This is an optimization exercise on Yosys and OpenROAD, whose aim is small area, not a production implementation. Function was checked by simulation only, so behaviour that the tests miss may differ from the original. Power is estimated from default activity; no workload was simulated.

**flow/config.mk**
```make
export PLATFORM = sky130hd
export DESIGN_NAME = multi_pattern_blinker
export DESIGN_NICKNAME = multi_pattern_blinker
export VERILOG_FILES = /design/flow/design.v
export SDC_FILE = /design/flow/constraint.sdc
export NUM_CORES = 4
export LEC_CHECK = 0
export CAP_MARGIN = 0
export CORE_MARGIN = 2
export CORE_UTILIZATION = 60
export CTS_BUF_LIST = sky130_fd_sc_hd__clkbuf_16
export CTS_CLUSTER_DIAMETER = 150
export CTS_CLUSTER_SIZE = 30
export SLEW_MARGIN = 0
```
**flow/constraint.sdc**
```tcl
create_clock -name core_clock -period 10.0 [get_ports {i_clk}]
set_input_delay 2.0000 -clock core_clock [delete_from_list [all_inputs] [get_ports {i_clk}]]
set_output_delay 2.0000 -clock core_clock [all_outputs]
set_load 0.01 [all_outputs]
```
**flow/design.v**
```verilog
package blinker_pkg;
  function automatic integer len_w(input integer pat_w);
    len_w = $clog2(pat_w) + 1;
  endfunction
endpackage
module blink_channel
#(
  parameter int PAT_W   = 32,
  parameter int PRESC_W = 20
) (
  input  logic               clk_i,
  input  logic               rst_i,
  input  logic               en_i,
  input  logic               cfg_we_i,
  input  logic [PAT_W:0]     cfg_spat_i,
  input  logic               cfg_lnz_i,
  input  logic [PRESC_W-1:0] cfg_presc_i,
  input  logic               cfg_oneshot_i,
  output logic               out_o,
  output logic               done_o,
  output logic               pending_o
);
  logic               run_q;
  logic               armed_q;
  logic               done_q;
  logic               sh_v_q;
  logic               nx_lnz_q;
  logic               out_q;
  logic [PAT_W:0]     nx_pat_q;
  logic [PRESC_W-1:0] nx_presc_q;
  logic               nx_os_q;
  logic [PAT_W:1]     pat_q;
  logic [PRESC_W-1:0] presc_q;
  logic               os_q;
  logic [PRESC_W-1:0] cnt_q;
  logic [PAT_W:0]     nx_pat_d;
  logic [PRESC_W-1:0] nx_presc_d;
  logic               nx_os_d;
  logic               nx_lnz_d;
  logic [PRESC_W-1:0] cnt_inc;
  logic               bit_last;
  logic               pat_last;
  logic               wrap;
  logic               load;
  logic               run_d;
  logic [PAT_W:0]     pat_d;
  assign nx_pat_d   = (cfg_spat_i    & {(PAT_W+1){cfg_we_i}}) | (nx_pat_q   & {(PAT_W+1){~cfg_we_i}});
  assign nx_presc_d = (cfg_presc_i   & {PRESC_W{cfg_we_i}})   | (nx_presc_q & {PRESC_W{~cfg_we_i}});
  assign nx_os_d    = (cfg_oneshot_i & cfg_we_i)              | (nx_os_q    & ~cfg_we_i);
  assign nx_lnz_d   = (cfg_lnz_i     & cfg_we_i)              | (nx_lnz_q   & ~cfg_we_i);
  assign cnt_inc  = cnt_q + PRESC_W'(1);
  assign bit_last = (cnt_inc == presc_q);
  assign pat_last = (pat_q[PAT_W:2] == '0);
  assign wrap  = run_q & (~en_i | (bit_last & pat_last));
  assign load  = ~run_q | wrap;
  assign run_d = run_q ? (~wrap | (en_i & ~os_q & nx_lnz_d))
                       : (en_i & armed_q & ~cfg_we_i & nx_lnz_d);
  assign pat_d = load ? nx_pat_d : (bit_last ? {1'b0, pat_q} : {pat_q, out_q});
  always_ff @(posedge clk_i or posedge rst_i) begin
    if (rst_i) begin
      run_q    <= 1'b0;
      armed_q  <= 1'b1;
      out_q    <= 1'b0;
      done_q   <= 1'b0;
      sh_v_q   <= 1'b0;
      nx_lnz_q <= 1'b0;
    end else begin
      run_q    <= run_d;
      out_q    <= run_d & pat_d[0];
      done_q   <= wrap & en_i & os_q;
      armed_q  <= ~en_i | (armed_q & ~(wrap & os_q));
      sh_v_q   <= run_q & ~wrap & (sh_v_q | cfg_we_i);
      nx_lnz_q <= nx_lnz_d;
    end
  end
  always_ff @(posedge clk_i) begin
    nx_pat_q   <= nx_pat_d;
    nx_presc_q <= nx_presc_d;
    nx_os_q    <= nx_os_d;
    pat_q      <= pat_d[PAT_W:1];
    if (load) begin
      presc_q <= nx_presc_d;
      os_q    <= nx_os_d;
    end
    cnt_q <= (~run_q | ~en_i | bit_last) ? '0 : cnt_inc;
  end
  assign out_o     = out_q;
  assign done_o    = done_q;
  assign pending_o = sh_v_q;
endmodule
module multi_pattern_blinker
#(
  parameter  int CHANNELS = 4,
  parameter  int PAT_W    = 32,
  parameter  int PRESC_W  = 20,
  localparam int CH_W     = (CHANNELS > 1) ? $clog2(CHANNELS) : 1,
  localparam int LEN_W    = blinker_pkg::len_w(PAT_W)
) (
  input  logic                i_clk,
  input  logic                i_rst,
  input  logic                i_cfg_valid,
  output logic                o_cfg_ready,
  input  logic [CH_W-1:0]     i_cfg_ch,
  input  logic [PAT_W-1:0]    i_cfg_pattern,
  input  logic [LEN_W-1:0]    i_cfg_len,
  input  logic [PRESC_W-1:0]  i_cfg_prescale,
  input  logic                i_cfg_oneshot,
  input  logic [CHANNELS-1:0] i_en,
  output logic [CHANNELS-1:0] o_out,
  output logic [CHANNELS-1:0] o_done
);
  logic [CHANNELS-1:0] cfg_we;
  logic [CHANNELS-1:0] pending;
  logic [LEN_W-1:0]    cfg_len_cl;
  logic                cfg_lnz;
  logic [PAT_W:0]      cfg_spat;
  logic [PRESC_W-1:0]  cfg_presc;
  always_comb begin
    o_cfg_ready = 1'b1;
    for (int c = 0; c < CHANNELS; c++) begin
      if ((i_cfg_ch == CH_W'(c)) && pending[c]) begin
        o_cfg_ready = 1'b0;
      end
    end
  end
  assign cfg_len_cl = (i_cfg_len > LEN_W'(PAT_W)) ? LEN_W'(PAT_W) : i_cfg_len;
  assign cfg_lnz    = (i_cfg_len != '0);
  always_comb begin
    for (int i = 0; i <= PAT_W; i++) begin
      if (i < PAT_W && LEN_W'(i) < cfg_len_cl) cfg_spat[i] = i_cfg_pattern[i];
      else                                     cfg_spat[i] = (cfg_len_cl == LEN_W'(i));
    end
  end
  assign cfg_presc  = {i_cfg_prescale[PRESC_W-1:1], i_cfg_prescale[0] | (i_cfg_prescale == '0)};
  for (genvar c = 0; c < CHANNELS; c++) begin : g_ch
    assign cfg_we[c] = i_cfg_valid & o_cfg_ready & (i_cfg_ch == CH_W'(c));
    blink_channel #(
      .PAT_W   (PAT_W),
      .PRESC_W (PRESC_W)
    ) u_ch (
      .clk_i          (i_clk),
      .rst_i          (i_rst),
      .en_i           (i_en[c]),
      .cfg_we_i       (cfg_we[c]),
      .cfg_spat_i     (cfg_spat),
      .cfg_lnz_i      (cfg_lnz),
      .cfg_presc_i    (cfg_presc),
      .cfg_oneshot_i  (i_cfg_oneshot),
      .out_o          (o_out[c]),
      .done_o         (o_done[c]),
      .pending_o      (pending[c])
    );
  end
endmodule
```
**flow/flow/run.sh**
```bash
#!/bin/bash
# Own flow: the standard layout, except that Yosys's abc maps the combinational logic
# with an area-oriented script (flow/abc_amap.script) instead of ORFS's default one.
# Registers, their names and cell types are untouched: dfflibmap and every other synthesis
# step are the standard ones (synth_recipe.tcl is sourced unchanged).
set -euo pipefail
W=$(pwd)

cat > "$W/flow_synth.tcl" <<EOT
proc abc {args} {
  set i [lsearch -exact \$args -script]
  if { \$i >= 0 } { lset args [expr { \$i + 1 }] $W/flow/abc_amap.script }
  yosys abc {*}\$args
}
source $W/synth_recipe.tcl
EOT

sed "s#SYNTH_SCRIPT=[^ ]*#SYNTH_SCRIPT=$W/flow_synth.tcl#" standard.sh > "$W/flow_standard.sh"
grep -q "SYNTH_SCRIPT=$W/flow_synth.tcl" "$W/flow_standard.sh"

bash "$W/flow_standard.sh" finish > "$W/flow_make.log" 2>&1
```
**flow/flow/abc_amap.script**
```
strash
dch -f
amap
strash
dch -f
amap
topo
stime -c
```
**flow/standard.sh**
```bash
#!/bin/bash
# synth_recipe.tcl (not shown) runs the flow's synth.tcl, then flattens the netlist and writes it again
# the make line also repeats each setting of config.mk as NAME=value (left out here)
make -C /OpenROAD-flow-scripts/flow DESIGN_CONFIG=/design/flow/config.mk WORK_HOME=/design/flow/orfs CLKGATE_MAP_FILE= SYNTH_SCRIPT=/design/flow/synth_recipe.tcl "${@:-finish}"
```
==> load_flow_metrics.sql, run 1 <==
INSERT INTO impl_metrics (metric_group, metric, value, unit) VALUES
('floorplanning', 'number_of_primary_i_o_pins', '77', ''),
('synthesis', 'ffs_latches_synth', '532', ''),
('synthesis', 'ys_async_sr_fraction', '0.04511', ''),
('job', 'max-cap-violations', '0', ''),
('worst_setup_path', 'critPathMaxStageDelay', '750', 'ps'),
('power_and_ir_drop', 'pwr_density_cell', '223.5', 'nW/µm²'),
('grt', 'antenna_found_initial', '0', ''),
('grt', 'largest_net_degree_at_the_start_of_global_routing', '110', ''),
('cts', 'quantity_of_hold_fixing_buffers_added_after_cts', '0', ''),
('worst_setup_path', 'critical_path.endpoint_type', 'flip-flop', ''),
('route', 'drt_first_pass_iters', '5', ''),
('final_layout', 'area_growth', '10.15', '%'),
('final_layout', 'nFillCells', '2688', ''),
('cts', 'post_cts_buffers', '0', ''),
('cts', 'clkTransAtPathRegs', '120', 'ps'),
('timing', 'final-setup-viol-count', '0', ''),
('final_layout', 'diodes', '0', ''),
('timing', 'drv_slew', '0', ''),
('power_and_ir_drop', 'sw_power', '0.001433', 'W'),
('cts', 'clk-insertion-delay-late', '550', 'ps'),
('grt', 'first_global_vias', '14130', ''),
('floorplanning', 'die_h', '187.5', 'µm'),
('worst_setup_path', 'crit_required', '10310', 'ps'),
('power_and_ir_drop', 'vdd_drop_max', '0.2172', 'mV'),
('timing', 'grt_setup_unrepaired', 'false', ''),
('synthesis', 'postSynth.topFlopCell', 'dfxtp_1', ''),
('synthesis', 'ys_warn_count', '3', ''),
('floorplanning', 'fp.dieArea', '35160', 'µm²'),
('power_and_ir_drop', 'power.share.switching', '0.2881', ''),
('floorplanning', 'placeableCoreArea', '33360', 'µm²'),
('synthesis', 'netlist-cell-type-count', '48', ''),
('synthesis', 'postSynthCellCount', '1940', ''),
('floorplanning', 'initial_core_util', '0.6056', ''),
('synthesis', 'number_of_enable_type_register_cells_in_the_synthesized_netlist', '212', ''),
('synthesis', 'netlist.area_leader.share', '0.3151', ''),
('worst_setup_path', 'critPathKind', 'reg -> reg', ''),
('grt', 'grt_util_all_layers', '0.2779', ''),
('floorplanning', 'placementRows', '67', ''),
('power_and_ir_drop', 'pwr-share-comb', '0.175', ''),
('final_layout', 'layout-drive-gt1-share', '0.03001', ''),
('cts', 'numCtsBuffers', '21', ''),
('synthesis', 'syn-mean-instance-area', '10.41', 'µm²'),
('synthesis', 'synth_top_cells_by_area', 'edfxtp_1 (32%), dfxtp_1 (29%), o21ai_0 (6.6%)', ''),
('grt', 'grt_pass1_wl', '76630', 'µm'),
('cts', 'post_cts_resized', '0', ''),
('place', 'io_buffers', '76', ''),
('route', 'drcViolationCount', '0', ''),
('power_and_ir_drop', 'p_int', '0.003541', 'W'),
('route', 'dr_total_vias', '14940', ''),
('place', 'gp_congestion', '0.9700', ''),
('route', 'postRouteWirelength', '49650', 'µm'),
('synthesis', 'sequential_cell_area_fraction_in_the_yosys_report', '0.6383', ''),
('power_and_ir_drop', 'p_seq_frac', '0.618', ''),
('worst_setup_path', 'cp.arrival', '6230', 'ps'),
('grt', 'global_route.overflow_total', '0', ''),
('timing', 'finalHoldWorstSlack', '471.6', 'ps'),
('timing', 'finalWorstPathRequiredPeriod', '5926', 'ps'),
('worst_setup_path', 'rrSetupSlack', '4070', 'ps'),
('synthesis', 'synthDominantAreaCellType', 'edfxtp_1', ''),
('floorplanning', 'die_w', '187.5', 'µm'),
('power_and_ir_drop', 'total_leakage_power', '8.128', 'nW'),
('timing', 'finClkSkew', '17.49', 'ps'),
('timing', 'hold_viol', '0', ''),
('run_status', 'run_status', 'no timing/DRC/antenna violations', ''),
('route', 'drt_first_iter_violations', '1436', ''),
('min_path', 'hold_class', 'reg -> reg', ''),
('synthesis', 'netlist_area', '20200', 'µm²'),
('worst_setup_path', 'critical_path_peak_fanout', '33', ''),
('power_and_ir_drop', 'pwr-share-clk', '0.207', ''),
('final_layout', 'num-nets-final', '2124', ''),
('synthesis', 'post_synth_net_total', '2012', '');
==> state kept, by name, indices dropped and copies added, names as in the netlist, 80 cells and up <==
register / cells
g_ch.u_ch.cnt_q: 80
g_ch.u_ch.nx_pat_q: 132
g_ch.u_ch.nx_presc_q: 80
g_ch.u_ch.pat_q: 128
g_ch.u_ch.presc_q: 80
==> cells by family (layout without fill, tap and decap cells) <==
group	count (synthesis)	in the layout	synth area share
AOI/OAI and AO/OA	543	543	0.1748
xor gates and xnor gates	13	13	0.005635
adders and majority gates	4	4	0.002477
buffers and inverters	142	268	0.02787
DFF	532	532	0.6383
and+or+nand+nor	706	706	0.1509
==> cell usage after synthesis (all sizes together), types with 26 or more instances <==
| cell | number |
|---|---|
| nand2 | 291 |
| dfxtp | 296 |
| o22ai | 29 |
| nand3 | 27 |
| edfxtp | 212 |
| clkinv | 134 |
| o21ai | 266 |
| nor4 | 26 |
| nor2 | 239 |
| a21oi | 73 |
| nor3 | 43 |
| a32o | 124 |
==> routing by layer <==
| metal | vias up | track usage | part of all wire |
|---|---|---|---|
| li1 | 7317 | - | - |
| met1 | 7016 | 0.3857 | 0.45 |
| met2 | 517 | 0.4574 | 0.45 |
| met3 | 94 | 0.03612 | 0.062 |
| met4 | 0 | 0.09146 | 0.038 |
| met5 | - | 0 | 0 |
==> per-stage QoR <==
step	instance area [µm²]	util	setup WS [ps]	std cells	total power, W
6_report	22260	0.6670	4074	2514	0.004974
2_1_floorplan	20200	-	2431	1940	0.003630
5_1_grt	22260	0.6670	3306	2514	0.005217
4_1_cts	22260	0.6670	4051	2514	0.004993
3_5_place_dp	21660	0.6493	4075	2477	0.003984
3_3_place_gp	21660	0.6493	4044	2477	0.003946
==> final timing paths <==
path                            depth (start not counted)                   startpoint                          end
worst max-delay path                                   23        g_ch[0].u_ch.cnt_q[0]        g_ch[0].u_ch.pat_q[1]
max in group asynchronous                               3                        i_rst         g_ch[3].u_ch.armed_q
worst min register to register                          2  g_ch[2].u_ch.nx_presc_q[18]  g_ch[2].u_ch.nx_presc_q[18]
min in group asynchronous                               3                        i_rst          g_ch[1].u_ch.done_q
worst min-delay path                                    2  g_ch[2].u_ch.nx_presc_q[18]  g_ch[2].u_ch.nx_presc_q[18]
worst max register to register                         23        g_ch[0].u_ch.cnt_q[0]        g_ch[0].u_ch.pat_q[1]
==> placed cells by master (no fill, tap or decap), types with 25 or more instances in the layout <==
cell and n:
nand2_1 288, dfxtp_1 296, nor2_1 236, clkdlybuf4s50_1 76, edfxtp_1 212, clkinv_1 130, nor3_1 41, a32o_1 124
nand3_1 25, nor4_1 25, o22ai_1 29, or4_1 25, o21ai_0 266, a21oi_1 73
==> area by class of cell <==
| cell class | instances | area [µm²] | share of cell area |
|---|---|---|---|
| tap | 448 | 560.5 | 0.02519 |
| timing repair buffer | 97 | 918.4 | 0.04127 |
| clock buffer | 21 | 525.5 | 0.02361 |
| inverter | 134 | 503.0 | 0.02260 |
| multi-input combinational | 1266 | 6785 | 0.3049 |
| sequential | 532 | 12900 | 0.5795 |
| clock inverter | 16 | 65.06 | 0.002923 |
==> critical path: cells and delay by family, from the launching register on <==
kind                   cells  cell delay, ps
AND/OR/NAND/NOR           13            2360
buffers and inverters      6            1830
AO/OA/AOI/OAI              4            1040
flip-flops                 1             410
==> power groups by stage <==
| stage | logic (W) | registers (W) | clock network [W] |
|---|---|---|---|
| after detailed placement | 0.000867 | 0.00312 | 0 |
| after floorplan | 0.000591 | 0.00304 | 0 |
| after global routing | 0.000971 | 0.00313 | 0.00112 |
| final | 0.000870 | 0.00308 | 0.00103 |
| after global placement | 0.000837 | 0.00311 | 0 |
| after CTS | 0.000871 | 0.00307 | 0.00105 |
==> run 2, diff against run 1 <==
--- a/flow/flow/run.sh
+++ b/flow/flow/run.sh
@@ -18,4 +18,4 @@
 sed "s#SYNTH_SCRIPT=[^ ]*#SYNTH_SCRIPT=$W/flow_synth.tcl#" standard.sh > "$W/flow_standard.sh"
 grep -q "SYNTH_SCRIPT=$W/flow_synth.tcl" "$W/flow_standard.sh"
 
-bash "$W/flow_standard.sh" finish > "$W/flow_make.log" 2>&1
+bash "$W/flow_standard.sh" BUFFER_PORTS_ARGS="-buffer_cell sky130_fd_sc_hd__buf_1" finish > "$W/flow_make.log" 2>&1
==> run 2 against run 1 <==
Net effect: still clean; sequential power hardly changed; worst hold slack hardly changed; worst setup slack better by 140 ps; core utilization is 1.4 points lower; cell count stayed put; sequential share of layout area is 1.3 points higher; synthesized cell count stayed put; sequential cell count stayed put; wire length is 2.4% lower; die area stayed put; first-iteration DRC count is 5.3% lower; area after synthesis stayed put; largest cell class unchanged; highest routed layer unchanged.
==> load_flow_metrics.sql, run 2 <==
INSERT INTO impl_metrics (metric_group, metric, value, unit) VALUES
('final_layout', 'largest_reg_flops', '132', ''),
('final_layout', 'num-nets-final', '2123', ''),
('grt', 'grt_util_all_layers', '0.2740', ''),
('worst_setup_path', 'critical_path.cell_chain', 'nand3_1 -> nor2_1 -> nand2_1 -> nor3_1 -> clkinv_1 -> nor2_1 -> clkinv_1 -> nor4_1 -> clkinv_1 -> nor3_1 -> nor2_1 -> a21oi_1 -> a21oi_1 -> nor3_1 -> o211ai_1 -> nor3_2 -> buf_4 -> clkinv_1 -> nor4_1 -> nor2_1 -> nand2_2 -> clkinv_1 -> a32o_1', ''),
('place', 'place.detailed.hpwl', '32060', 'µm'),
('route', 'drt.antenna.violating_nets', '0', ''),
('cts', 'clock_sinks', '532', ''),
('worst_setup_path', 'critical_path.endpoint_type', 'flip-flop', ''),
('worst_setup_path', 'worstRegToRegCells', '23', ''),
('power_and_ir_drop', 'power.share.switching', '0.2871', ''),
('timing', 'final.period_utilization', '0.5787', ''),
('run_status', 'run_status', 'no timing/DRC/antenna violations', ''),
('cts', 'post_cts_buffers', '0', ''),
('synthesis', 'synthDominantAreaCellType', 'edfxtp_1', ''),
('cts', 'numCtsBuffers', '21', ''),
('timing', 'finalHoldWorstSlack', '471.2', 'ps'),
('cts', 'cts-htree-levels', '1', ''),
('grt', 'gr_layer_usage_met2', '0.4420', ''),
('grt', 'antenna_found_initial', '0', ''),
('grt', 'first_global_vias', '13860', ''),
('synthesis', 'ys_async_sr_fraction', '0.04511', ''),
('floorplanning', 'die_h', '187.5', 'µm'),
('power_and_ir_drop', 'post_layout_power', '0.004932', 'W'),
('route', 'postRouteWirelength', '48440', 'µm'),
('place', 'dp_cells', '2476', ''),
('worst_setup_path', 'critPathMaxStageDelay', '720', 'ps'),
('timing', 'hold_viol', '0', ''),
('floorplanning', 'die_w', '187.5', 'µm'),
('cts', 'clk-insertion-delay-late', '550', 'ps'),
('cts', 'quantity_of_hold_fixing_buffers_added_after_cts', '0', ''),
('power_and_ir_drop', 'p_int', '0.003516', 'W'),
('power_and_ir_drop', 'sw_power', '0.001416', 'W'),
('floorplanning', 'placeableCoreArea', '33360', 'µm²'),
('timing', 'timing_worst_slew_pin_value', '1338', 'ps'),
('grt', 'largest_net_degree_at_the_start_of_global_routing', '110', ''),
('synthesis', 'netlist_area', '20200', 'µm²'),
('job', 'max-cap-violations', '0', ''),
('timing', 'maxSlewHeadroom', '0.09890', ''),
('power_and_ir_drop', 'vdd_drop_max', '0.1839', 'mV'),
('floorplanning', 'initial_core_util', '0.6056', ''),
('final_layout', 'layout-drive-gt1-share', '0.02954', ''),
('cts', 'clkTransAtPathRegs', '110', 'ps'),
('worst_setup_path', 'setup.worst_path.start_class', 'flip-flop', ''),
('synthesis', 'leading_cell_types_by_count_after_synthesis', 'dfxtp_1 (296), nand2_1 (291), o21ai_0 (266), nor2_1 (239), edfxtp_1 (212)', ''),
('synthesis', 'netlist.area_leader.share', '0.3151', ''),
('synthesis', 'ffs_latches_synth', '532', ''),
('cts', 'clk_path_buf_depth', '3', ''),
('synthesis', 'sequential_cell_area_fraction_in_the_yosys_report', '0.6383', ''),
('worst_setup_path', 'rrSetupSlack', '4210', 'ps'),
('power_and_ir_drop', 'total_leakage_power', '7.919', 'nW'),
('route', 'drcViolationCount', '0', ''),
('route', 'drt_first_iter_violations', '1360', ''),
('cts', 'tritoncts', 'done', ''),
('place', 'io_buffers', '76', ''),
('worst_setup_path', 'critical-path-slowest-cell', 'clkinv_1', ''),
('grt', 'top_usage_layer', 'met2', ''),
('timing', 'tns', '0', 'ps'),
('worst_setup_path', 'critPathKind', 'reg -> reg', ''),
('power_and_ir_drop', 'pwr_density_cell', '226.5', 'nW/µm²'),
('floorplanning', 'number_of_primary_i_o_pins', '77', ''),
('timing', 'highest_achievable_clock_rate', '172.8', 'MHz'),
('grt', 'global_route.overflow_total', '0', ''),
('timing', 'drv_slew', '0', ''),
('power_and_ir_drop', 'pwr-share-comb', '0.170', ''),
('final_layout', 'regMostFlops', 'g_ch.u_ch.nx_pat_q', ''),
('final_layout', 'top_regs', 'g_ch.u_ch.nx_pat_q (132), g_ch.u_ch.pat_q (128)', ''),
('timing', 'grt_setup_unrepaired', 'false', ''),
('min_path', 'hold_class', 'reg -> reg', ''),
('final_layout', 'nFillCells', '2749', ''),
('power_and_ir_drop', 'pwr-share-clk', '0.208', ''),
('timing', 'fin_ws', '4213', 'ps'),
('worst_setup_path', 'cp.arrival', '6100', 'ps'),
('synthesis', 'ys_warn_count', '3', ''),
('worst_setup_path', 'worst_path_most_repeated_cell', 'clkinv_1', ''),
('grt', 'global_route.usage.met3', '0.02807', ''),
('grt', 'grt_pass1_wl', '75940', 'µm'),
('synthesis', 'postSynthCellCount', '1940', ''),
('synthesis', 'netlist-cell-type-count', '48', ''),
('final_layout', 'commonest_cells_after_routing_fill_and_taps_aside', 'dfxtp_1 (296), nand2_1 (288), o21ai_0 (266)', ''),
('route', 'avgRoutedWirePerCell', '19.27', 'µm'),
('synthesis', 'synthMostInstantiatedCell', 'dfxtp_1', ''),
('cts', 'cts-root-buf', 'clkbuf_16', ''),
('final_layout', 'multiInputGateArea', '6785', 'µm²'),
('power_and_ir_drop', 'p_seq_frac', '0.622', ''),
('final_layout', 'finalNonFillerCells', '2514', ''),
('synthesis', 'postSynth.topFlopCell', 'dfxtp_1', ''),
('timing', 'final-setup-viol-count', '0', ''),
('cts', 'post_cts_resized', '0', ''),
('worst_setup_path', 'critical_path_peak_fanout', '33', ''),
('timing', 'finClkSkew', '23.89', 'ps'),
('worst_setup_path', 'crit_required', '10310', 'ps'),
('grt', 'met1_usage', '0.3972', ''),
('final_layout', 'area_growth', '7.772', '%'),
('synthesis', 'number_of_enable_type_register_cells_in_the_synthesized_netlist', '212', ''),
('min_path', 'holdPathStages', '2', ''),
('place', 'place_worst_setup_slack', '4248', 'ps'),
('final_layout', 'layout_commonest_cell', 'dfxtp_1', ''),
('floorplanning', 'fp.dieArea', '35160', 'µm²'),
('synthesis', 'syn-mean-instance-area', '10.41', 'µm²'),
('route', 'dr_total_vias', '14930', ''),
('floorplanning', 'placementRows', '67', ''),
('final_layout', 'ff_latch_area', '12900', 'µm²'),
('synthesis', 'post_synth_net_total', '2012', ''),
('timing', 'finalWorstPathRequiredPeriod', '5787', 'ps'),
('route', 'drt_first_pass_iters', '5', ''),
('synthesis', 'synth_top_cells_by_area', 'edfxtp_1 (32%), dfxtp_1 (29%), o21ai_0 (6.6%)', ''),
('route', 'detail_route.vias_per_cell', '5.940', ''),
('place', 'gp_congestion', '0.9225', '');
[run 2: changes by cell type in the layout (fill, tap and decap cells not counted), sizes merged]
| cell | previous run | this run |
|---|---|---|
| clkdlybuf4s50 | 76 | 0 |
| buf | 21 | 96 |
| diode | 0 | 1 |
[run 2: critical path: cells and delay by family, from the launching register on]
family	cells	cell delay, ps
AO/OA/AOI/OAI	4	980
buffers and inverters	6	1810
flip-flops	1	420
AND/OR/NAND/NOR	13	2280
[run 2: logic make-up after synthesis]
| kind of cell | after synthesis | share of synthesized area |
|---|---|---|
| flops | 532 | 0.6383 |
| simple gates | 706 | 0.1509 |
| fa+ha+maj | 4 | 0.002477 |
| buf+inv | 142 | 0.02787 |
| compound gates | 543 | 0.1748 |
| xor+xnor | 13 | 0.005635 |
[run 2: final timing paths]
path                                                     to                        start
worst max-delay path                 g_ch[0].u_ch.pat_q[14]        g_ch[0].u_ch.cnt_q[0]
worst min-delay path            g_ch[2].u_ch.nx_presc_q[14]  g_ch[2].u_ch.nx_presc_q[14]
worst max register to register       g_ch[0].u_ch.pat_q[14]        g_ch[0].u_ch.cnt_q[0]
worst min register to register  g_ch[2].u_ch.nx_presc_q[14]  g_ch[2].u_ch.nx_presc_q[14]
max in group asynchronous                g_ch[3].u_ch.run_q                        i_rst
min in group asynchronous                g_ch[0].u_ch.run_q                        i_rst
[run 2: layout make-up]
class                      instances  share of cell area
antenna                            1           0.0001149
clock buffer                      21             0.02413
clock inverter                    16            0.002988
inverter                         134             0.02310
multi-input combinational       1266              0.3116
sequential                       532              0.5923
tap                              448             0.02574
timing repair buffer              96             0.02000
[run 2: stage by stage]
step,area (µm²),util
detailed placement,21180,0.6349
CTS,21770,0.6526
global placement,21180,0.6349
global route,21770,0.6526
finish,21770,0.6526
floorplan,20200,-
[run 2: power by group through the flow]
stage / clock [W] / combinational, W / sequential [W]
detailed placement: 0 / 0.000834 / 0.00311
global route: 0.00112 / 0.000940 / 0.00312
global placement: 0 / 0.000810 / 0.00310
CTS: 0.00105 / 0.000835 / 0.00307
floorplan: 0 / 0.000591 / 0.00304
finish: 0.00103 / 0.000837 / 0.00307
[run 2: metal layers]
| layer | part of all wire | vias up |
|---|---|---|
| li1 | - | 7342 |
| met1 | 0.45 | 7043 |
| met4 | 0.032 | 0 |
| met5 | 0 | - |
| met3 | 0.061 | 73 |
| met2 | 0.45 | 476 |
==> run 3, diff against run 2 <==
--- a/flow/config.mk
+++ b/flow/config.mk
@@ -7,7 +7,7 @@
 export LEC_CHECK = 0
 export CAP_MARGIN = 0
 export CORE_MARGIN = 2
-export CORE_UTILIZATION = 60
+export CORE_UTILIZATION = 75
 export CTS_BUF_LIST = sky130_fd_sc_hd__clkbuf_16
 export CTS_CLUSTER_DIAMETER = 150
 export CTS_CLUSTER_SIZE = 30
==> run 3 against run 2 <==
Net effect: still clean on timing, DRC and antenna; maximum frequency shrank 12%; core utilization grew 16 points; worst setup slack lost 820 ps; clock power is essentially flat; die area shrank 20%; worst hold slack lost 0.60 ps; sequential cell count is the same; via count grew 3.0%; count of clock-buffer cells in the layout is the same; clock skew shrank 3.3 ps; total power grew 0.33%; critical path depth grew 1.
==> load_flow_metrics.sql, run 3 <==
INSERT INTO impl_metrics (metric_group, metric, value, unit) VALUES
('synthesis', 'synth_top_cells_by_area', 'edfxtp_1 (32%), dfxtp_1 (29%), o21ai_0 (6.6%)', ''),
('route', 'avgRoutedWirePerCell', '19.82', 'µm'),
('timing', 'highest_achievable_clock_rate', '151.3', 'MHz'),
('cts', 'post_cts_buffers', '0', ''),
('worst_setup_path', 'critPathMaxStageDelay', '930', 'ps'),
('final_layout', 'largest_reg_flops', '132', ''),
('worst_setup_path', 'critical_path.endpoint_type', 'flip-flop', ''),
('min_path', 'hp-start', 'g_ch[3].u_ch.nx_presc_q[13]', ''),
('cts', 'cts-htree-levels', '1', ''),
('synthesis', 'ys_warn_count', '3', ''),
('timing', 'timing_worst_slew_pin_value', '1258', 'ps'),
('worst_setup_path', 'critical_path_peak_fanout', '56', ''),
('timing', 'grt_setup_unrepaired', 'false', ''),
('synthesis', 'netlist_area', '20200', 'µm²'),
('floorplanning', 'initial_core_util', '0.7560', ''),
('worst_setup_path', 'rrSetupSlack', '3390', 'ps'),
('grt', 'antenna_found_initial', '1', ''),
('grt', 'first_global_vias', '14430', ''),
('min_path', 'holdPathStages', '2', ''),
('cts', 'clock_sinks', '532', ''),
('cts', 'clk_path_buf_depth', '3', ''),
('worst_setup_path', 'worst_path_most_repeated_cell', 'clkinv_1', ''),
('cts', 'post_cts_resized', '0', ''),
('cts', 'clk-insertion-delay-late', '560', 'ps'),
('place', 'place_area', '21040', 'µm²'),
('min_path', 'hold-path-endpoint', 'g_ch[3].u_ch.nx_presc_q[13]', ''),
('synthesis', 'number_of_enable_type_register_cells_in_the_synthesized_netlist', '212', ''),
('worst_setup_path', 'critical-path-slowest-cell', 'clkinv_1', ''),
('cts', 'cts-root-buf', 'clkbuf_16', ''),
('final_layout', 'commonest_cells_after_routing_fill_and_taps_aside', 'dfxtp_1 (296), nand2_1 (288), o21ai_0 (266)', ''),
('grt', 'largest_net_degree_at_the_start_of_global_routing', '110', ''),
('route', 'postRouteWirelength', '47700', 'µm'),
('worst_setup_path', 'critical_path.cell_chain', 'nand3_1 -> nor2_1 -> nand2_1 -> nor3_1 -> clkinv_1 -> nor2_1 -> clkinv_1 -> nor4_1 -> clkinv_1 -> nor3_1 -> nor2_1 -> a21oi_1 -> a21oi_1 -> nor3_1 -> o211ai_1 -> nor3_2 -> buf_4 -> clkinv_1 -> nor4_1 -> nor2_1 -> nand2_2 -> buf_4 -> clkinv_1 -> a32o_1', ''),
('floorplanning', 'die_h', '168.1', 'µm'),
('synthesis', 'syn-mean-instance-area', '10.41', 'µm²'),
('min_path', 'hold_class', 'reg -> reg', ''),
('job', 'max-cap-violations', '0', ''),
('final_layout', 'num-nets-final', '2122', ''),
('worst_setup_path', 'crit_required', '10300', 'ps'),
('worst_setup_path', 'cp.arrival', '6910', 'ps'),
('timing', 'finClkSkew', '20.58', 'ps'),
('cts', 'clkTransAtPathRegs', '110', 'ps'),
('grt', 'grt_pass1_wl', '74740', 'µm'),
('final_layout', 'regMostFlops', 'g_ch.u_ch.nx_pat_q', ''),
('route', 'detail_route.vias_per_cell', '6.388', ''),
('power_and_ir_drop', 'pwr_density_cell', '228.7', 'nW/µm²'),
('route', 'dr_total_vias', '15380', ''),
('synthesis', 'netlist.area_leader.share', '0.3151', ''),
('worst_setup_path', 'critPathKind', 'reg -> reg', ''),
('synthesis', 'synthDominantAreaCellType', 'edfxtp_1', ''),
('final_layout', 'layout-drive-gt1-share', '0.02954', ''),
('timing', 'final.period_utilization', '0.6610', ''),
('grt', 'grt_util_all_layers', '0.3364', ''),
('route', 'drt.antenna.violating_nets', '0', ''),
('cts', 'numCtsBuffers', '21', ''),
('timing', 'final-setup-viol-count', '0', ''),
('final_layout', 'layout.cell_area.non_filler', '21640', 'µm²'),
('power_and_ir_drop', 'vdd_drop_max', '0.2231', 'mV'),
('place', 'place.detailed.hpwl', '31410', 'µm'),
('synthesis', 'leading_cell_types_by_count_after_synthesis', 'dfxtp_1 (296), nand2_1 (291), o21ai_0 (266), nor2_1 (239), edfxtp_1 (212)', ''),
('final_layout', 'final_core_util', '0.8098', ''),
('route', 'drcViolationCount', '0', ''),
('cts', 'quantity_of_hold_fixing_buffers_added_after_cts', '0', ''),
('floorplanning', 'placeableCoreArea', '26730', 'µm²'),
('timing', 'finalWorstPathRequiredPeriod', '6610', 'ps'),
('worst_setup_path', 'worstRegToRegCells', '24', ''),
('synthesis', 'postSynthCellCount', '1940', ''),
('place', 'gp_congestion', '0.9869', ''),
('floorplanning', 'fp.dieArea', '28270', 'µm²'),
('synthesis', 'synthMostInstantiatedCell', 'dfxtp_1', ''),
('place', 'io_buffers', '76', ''),
('synthesis', 'postSynth.topFlopCell', 'dfxtp_1', ''),
('timing', 'drv_slew', '0', ''),
('worst_setup_path', 'crit-reg2reg-capture', 'g_ch[0].u_ch.pat_q[23]', ''),
('timing', 'maxSlewHeadroom', '0.1527', ''),
('synthesis', 'ffs_latches_synth', '532', ''),
('synthesis', 'post_synth_net_total', '2012', ''),
('power_and_ir_drop', 'total_leakage_power', '7.919', 'nW'),
('final_layout', 'layout_commonest_cell', 'dfxtp_1', ''),
('final_layout', 'top_regs', 'g_ch.u_ch.nx_pat_q (132), g_ch.u_ch.pat_q (128)', ''),
('worst_setup_path', 'crit-reg2reg-launch', 'g_ch[0].u_ch.cnt_q[0]', ''),
('synthesis', 'netlist-cell-type-count', '48', ''),
('floorplanning', 'die_w', '168.1', 'µm'),
('route', 'drt_first_pass_iters', '6', ''),
('grt', 'global_route.overflow_total', '0', ''),
('synthesis', 'sequential_cell_area_fraction_in_the_yosys_report', '0.6383', ''),
('run_status', 'run_status', 'no timing/DRC/antenna violations', ''),
('worst_setup_path', 'setup.worst_path.start_class', 'flip-flop', ''),
('floorplanning', 'number_of_primary_i_o_pins', '77', ''),
('timing', 'hold_viol', '0', ''),
('timing', 'tns', '0', 'ps'),
('final_layout', 'area_growth', '7.115', '%'),
('floorplanning', 'placementRows', '60', ''),
('synthesis', 'ys_async_sr_fraction', '0.04511', ''),
('route', 'drt_first_iter_violations', '1769', ''),
('cts', 'tritoncts', 'done', '');
run 3: cell counts after synthesis:
No cell type changed its count.
run 3: stage by stage:
stage          hold WS [ps]  setup WS, ps  total power [W]  std cells
2_1_floorplan         426.6          2431         0.003630       1940
3_3_place_gp          436.2          3926         0.003884       2368
3_5_place_dp          450.9          3555         0.003944       2368
4_1_cts               476.0          3516         0.004942       2406
5_1_grt               501.7          2599         0.005175       2406
6_report              470.6          3390         0.004949       2407
run 3: how the worst max path moves through the flow:
stage / start / end / slack (ps)
2_1_floorplan: g_ch[0].u_ch.cnt_q[0] / g_ch[0].u_ch.pat_q[10] / 2430
3_3_place_gp: g_ch[0].u_ch.cnt_q[0] / g_ch[0].u_ch.pat_q[18] / 3930
3_5_place_dp: g_ch[0].u_ch.cnt_q[0] / g_ch[0].u_ch.pat_q[9] / 3550
4_1_cts: g_ch[0].u_ch.cnt_q[0] / g_ch[0].u_ch.pat_q[23] / 3520
5_1_grt: g_ch[0].u_ch.cnt_q[0] / g_ch[0].u_ch.pat_q[23] / 2600
6_report: g_ch[0].u_ch.cnt_q[0] / g_ch[0].u_ch.pat_q[23] / 3390
run 3: layout make-up:
type	instances	area, µm²
sequential	532	12900
multi-input combinational	1266	6785
fill	1746	5084
clock buffer	21	525.5
inverter	134	503.0
timing repair buffer	95	427.9
tap	341	426.7
clock inverter	17	73.82
antenna	1	2.502
run 3: report_power, final:
part           leakage, nW  internal [W]  total, W  switching [W]
Combinational         2.53      0.000277  0.000844       0.000567
Clock                0.348      0.000393   0.00102       0.000631
Sequential            5.04       0.00285   0.00308       0.000233
Total                 7.92       0.00352   0.00495        0.00143
run 3: worst max-delay path: cells and delay by family, from the launching register on:
kind | cells | cell delay [ps]
buffers and inverters | 7 | 2530
AO/OA/AOI/OAI | 4 | 1000
AND/OR/NAND/NOR | 13 | 2370
flip-flops | 1 | 420
run 3: logic make-up (layout without fill, tap and decap cells):
| kind of cell | after synthesis | after routing | share of synthesized area |
|---|---|---|---|
| other | 0 | 1 | 0 |
| xor gates and xnor gates | 13 | 13 | 0.005635 |
| adders and majority gates | 4 | 4 | 0.002477 |
| AOI/OAI and AO/OA | 543 | 543 | 0.1748 |
| DFF | 532 | 532 | 0.6383 |
| buffers and inverters | 142 | 267 | 0.02787 |
| and+or+nand+nor | 706 | 706 | 0.1509 |
run 3: layer usage:
layer	wire length (µm)	share of wire	track usage	vias up
li1	-	-	-	7332
met1	19220	0.40	0.4696	7216
met2	22430	0.47	0.5481	710
met3	4054	0.085	0.03926	118
met4	1996	0.042	0.1357	0
met5	0	0	0	-
==> run 4, diff against run 3 <==
--- a/flow/design.v
+++ b/flow/design.v
@@ -126,10 +126,10 @@
   assign cfg_len_cl = (i_cfg_len > LEN_W'(PAT_W)) ? LEN_W'(PAT_W) : i_cfg_len;
   assign cfg_lnz    = (i_cfg_len != '0);
   always_comb begin
-    for (int i = 0; i <= PAT_W; i++) begin
-      if (i < PAT_W && LEN_W'(i) < cfg_len_cl) cfg_spat[i] = i_cfg_pattern[i];
-      else                                     cfg_spat[i] = (cfg_len_cl == LEN_W'(i));
+    for (int i = 0; i < PAT_W; i++) begin
+      cfg_spat[i] = (LEN_W'(i) < cfg_len_cl) ? i_cfg_pattern[i] : (cfg_len_cl == LEN_W'(i));
     end
+    cfg_spat[PAT_W] = (cfg_len_cl == LEN_W'(PAT_W));
   end
   assign cfg_presc  = {i_cfg_prescale[PRESC_W-1:1], i_cfg_prescale[0] | (i_cfg_prescale == '0)};
   for (genvar c = 0; c < CHANNELS; c++) begin : g_ch
==> flow/flow/run.sh (replaced) <==
#!/bin/bash
# Own flow: the standard layout (standard.sh) with these changes:
#  - Yosys's abc maps the combinational logic with an area-oriented script
#    (flow/abc_amap.script) instead of ORFS's default one;
#  - ORFS's adder extraction/mapping step is skipped (ADDER_MAP_FILE empty), so abc sees
#    the counters as plain logic;
#  - the port buffers are buf_1 cells.
# Registers, their names and cell types are untouched: dfflibmap and every other synthesis
# step are the standard ones (synth_recipe.tcl is sourced unchanged).
# Logs: flow_make.log (make's output) and ORFS's per-step logs under orfs/logs/.
set -euo pipefail
W=$(pwd)

cat > "$W/flow_synth.tcl" <<EOT
proc abc {args} {
  set i [lsearch -exact \$args -script]
  if { \$i >= 0 } { lset args [expr { \$i + 1 }] $W/flow/abc_amap.script }
  yosys abc {*}\$args
}
source $W/synth_recipe.tcl
EOT

sed "s#SYNTH_SCRIPT=[^ ]*#SYNTH_SCRIPT=$W/flow_synth.tcl#" standard.sh > "$W/flow_standard.sh"
grep -q "SYNTH_SCRIPT=$W/flow_synth.tcl" "$W/flow_standard.sh"

bash "$W/flow_standard.sh" BUFFER_PORTS_ARGS="-buffer_cell sky130_fd_sc_hd__buf_1" ADDER_MAP_FILE= finish \
  > "$W/flow_make.log" 2>&1
==> flow/flow/abc_amap.script (replaced) <==
strash
dc2
strash
dch -f
amap
strash
dch -f
amap
topo
stime -c
--- a/flow/config.mk
+++ b/flow/config.mk
@@ -7,7 +7,7 @@
 export LEC_CHECK = 0
 export CAP_MARGIN = 0
 export CORE_MARGIN = 2
-export CORE_UTILIZATION = 75
+export CORE_UTILIZATION = 60
 export CTS_BUF_LIST = sky130_fd_sc_hd__clkbuf_16
 export CTS_CLUSTER_DIAMETER = 150
 export CTS_CLUSTER_SIZE = 30
==> run 4 against run 3 <==
Net effect: area after synthesis decreased by 0.92%; wire length is 6.4% lower; worst hold slack got worse by 5.1 ps; die area up 23%; register-to-register slack got worse by 1300 ps; total power fell by 2.0%; critical endpoint is now g_ch[0].u_ch.pat_q[3].
==> load_flow_metrics.sql, run 4 <==
INSERT INTO impl_metrics (metric_group, metric, value, unit) VALUES
('route', 'dr_total_vias', '14340', ''),
('final_layout', 'num-nets-final', '2114', ''),
('cts', 'cts-root-buf', 'clkbuf_16', ''),
('route', 'postRouteWirelength', '44640', 'µm'),
('synthesis', 'synth_top_cells_by_area', 'edfxtp_1 (32%), dfxtp_1 (30%), o22ai_1 (8.3%)', ''),
('route', 'drcViolationCount', '0', ''),
('grt', 'grt_pass1_wl', '71390', 'µm'),
('power_and_ir_drop', 'pwr-share-clk', '0.209', ''),
('synthesis', 'synthDominantAreaCellType', 'edfxtp_1', ''),
('worst_setup_path', 'critPathMaxStageDelay', '1230', 'ps'),
('route', 'drt_first_iter_violations', '826', ''),
('synthesis', 'postSynthCellCount', '1939', ''),
('final_layout', 'layout_commonest_cell', 'clkinv_1', ''),
('cts', 'post_cts_resized', '0', ''),
('final_layout', 'diodes', '0', ''),
('final_layout', 'final_core_util', '0.6596', ''),
('synthesis', 'ys_warn_count', '2', ''),
('floorplanning', 'placeableCoreArea', '32700', 'µm²'),
('worst_setup_path', 'worst_path_most_repeated_cell', 'nand2_1', ''),
('grt', 'grt_util_all_layers', '0.2550', ''),
('timing', 'finalWorstPathRequiredPeriod', '7886', 'ps'),
('synthesis', 'number_of_enable_type_register_cells_in_the_synthesized_netlist', '212', ''),
('grt', 'largest_net_degree_at_the_start_of_global_routing', '60', ''),
('worst_setup_path', 'critical_path_peak_fanout', '33', ''),
('floorplanning', 'fp.dieArea', '34840', 'µm²'),
('power_and_ir_drop', 'power.share.switching', '0.2749', ''),
('cts', 'clkTransAtPathRegs', '110', 'ps'),
('synthesis', 'leading_cell_types_by_count_after_synthesis', 'clkinv_1 (384), dfxtp_1 (296), o22ai_1 (265), edfxtp_1 (212), nor2_1 (212)', ''),
('timing', 'maxSlewHeadroom', '0.2066', ''),
('worst_setup_path', 'critPathKind', 'reg -> reg', ''),
('synthesis', 'netlist.area_leader.share', '0.3180', ''),
('synthesis', 'ys_async_sr_fraction', '0.04511', ''),
('run_status', 'run_status', 'no timing/DRC/antenna violations', ''),
('synthesis', 'post_synth_net_total', '2007', '');
-- run 4: changes by cell type in the layout (fill, tap and decap cells not counted), moves of 19 or more --
cell	change
nor2_1	-26
o22a_1	+75
o22ai_1	+236
a21oi_1	-35
clkinv_1	+254
or4_1	-19
nand2_1	-155
o21ai_0	-161
a32o_1	-124
nor3_1	-22
-- run 4: per-layer routing --
layer  wire length (µm)  track usage  vias up
met3               1686      0.02746       93
met2              22040       0.4498      319
li1                   -            -     7108
met4               1721      0.09310        0
met1              19190       0.3262     6821
met5                  0            0        -
-- run 4: cells by family (layout without fill, tap and decap cells) --
family                    after synthesis  after routing  synth area share
buffers and inverters                 392            513           0.07500
DFF                                   532            532            0.6443
xor gates and xnor gates                2              2         0.0008752
and+or+nand+nor                       459            459           0.09881
AOI/OAI and AO/OA                     554            554            0.1811
-- run 4: power by group through the flow --
stage | clock, W | sequential [W] | combinational [W]
floorplan | 0 | 0.00301 | 0.000610
global placement | 0 | 0.00305 | 0.000786
detailed placement | 0 | 0.00306 | 0.000814
CTS | 0.00105 | 0.00302 | 0.000819
global route | 0.00111 | 0.00306 | 0.000924
finish | 0.00102 | 0.00301 | 0.000823
-- run 4: layout make-up --
class	instances	area [µm²]
Fill cell	2651	11130
Multi-Input combinational cell	1015	5668
Clock inverter	16	65.06
Sequential cell	532	12900
Clock buffer	21	525.5
Timing Repair Buffer	92	417.9
Inverter	384	1441
Tap cell	442	553.0
-- run 4: worst paths after layout --
| check | to | slack [ps] | cells after the start |
|---|---|---|---|
| min in group asynchronous | g_ch[2].u_ch.sh_v_q | 1570 | 2 |
| worst min-delay path | g_ch[2].u_ch.armed_q | 470 | 2 |
| worst min register to register | g_ch[2].u_ch.armed_q | 470 | 2 |
| worst max-delay path | g_ch[0].u_ch.pat_q[3] | 2110 | 45 |
| max in group asynchronous | g_ch[1].u_ch.out_q | 7910 | 2 |
| worst max register to register | g_ch[0].u_ch.pat_q[3] | 2110 | 45 |
-- run 4: stage by stage --
| step | area (µm²) | std cells | power, W | worst slack (ps) |
|---|---|---|---|---|
| global placement | 20960 | 2464 | 0.003834 | 2700 |
| CTS | 21550 | 2501 | 0.004882 | 2191 |
| finish | 21570 | 2502 | 0.004852 | 2114 |
| detailed placement | 20960 | 2464 | 0.003879 | 2282 |
| global route | 21570 | 2502 | 0.005102 | 963.4 |
| floorplan | 20020 | 1939 | 0.003618 | 1002 |
-- run 4: critical path: cells and delay by family, from the launching register on --
family	cells	cell delay, ps
AND/OR/NAND/NOR	24	4390
AO/OA/AOI/OAI	3	500
flip-flops	1	360
buffers and inverters	18	2340

-- what the ideal ports hide --
The results above use ideal ports. As a check the final layouts listed here were re-extracted and re-timed, cells and wires unchanged. Step 1 sets driving cells, clkbuf_16 on the clock port and buf_2 on the other inputs (assumed; they add their load-dependent delay and slew). Step 2 times the ports against the registers' clock, not the clock port: input delays grow and output delays shrink by t, the midpoint of the rising clock arrivals with the driver on. a / b / c = ideal ports / drivers / drivers and shift; a / b = the first two.
run | t (ns) | setup slack, ns | hold slack, ns | worst setup path at the end | clock arrival spread, ns
run 1 | 0.597 | 4.074 / 4.074 / 4.074 | 0.472 / 0.472 / 0.472 | register to register | 0.018 / 0.019
run 2 | 0.597 | 4.213 / 4.213 / 4.213 | 0.471 / 0.471 / 0.471 | register to register | 0.025 / 0.025
run 3 | 0.601 | 3.390 / 3.390 / 3.390 | 0.471 / 0.471 / 0.471 | register to register | 0.023 / 0.023
run 4 | 0.594 | 2.114 / 2.114 / 2.114 | 0.465 / 0.465 / 0.465 | register to register | 0.016 / 0.016
After both steps every run listed still meets setup and hold.
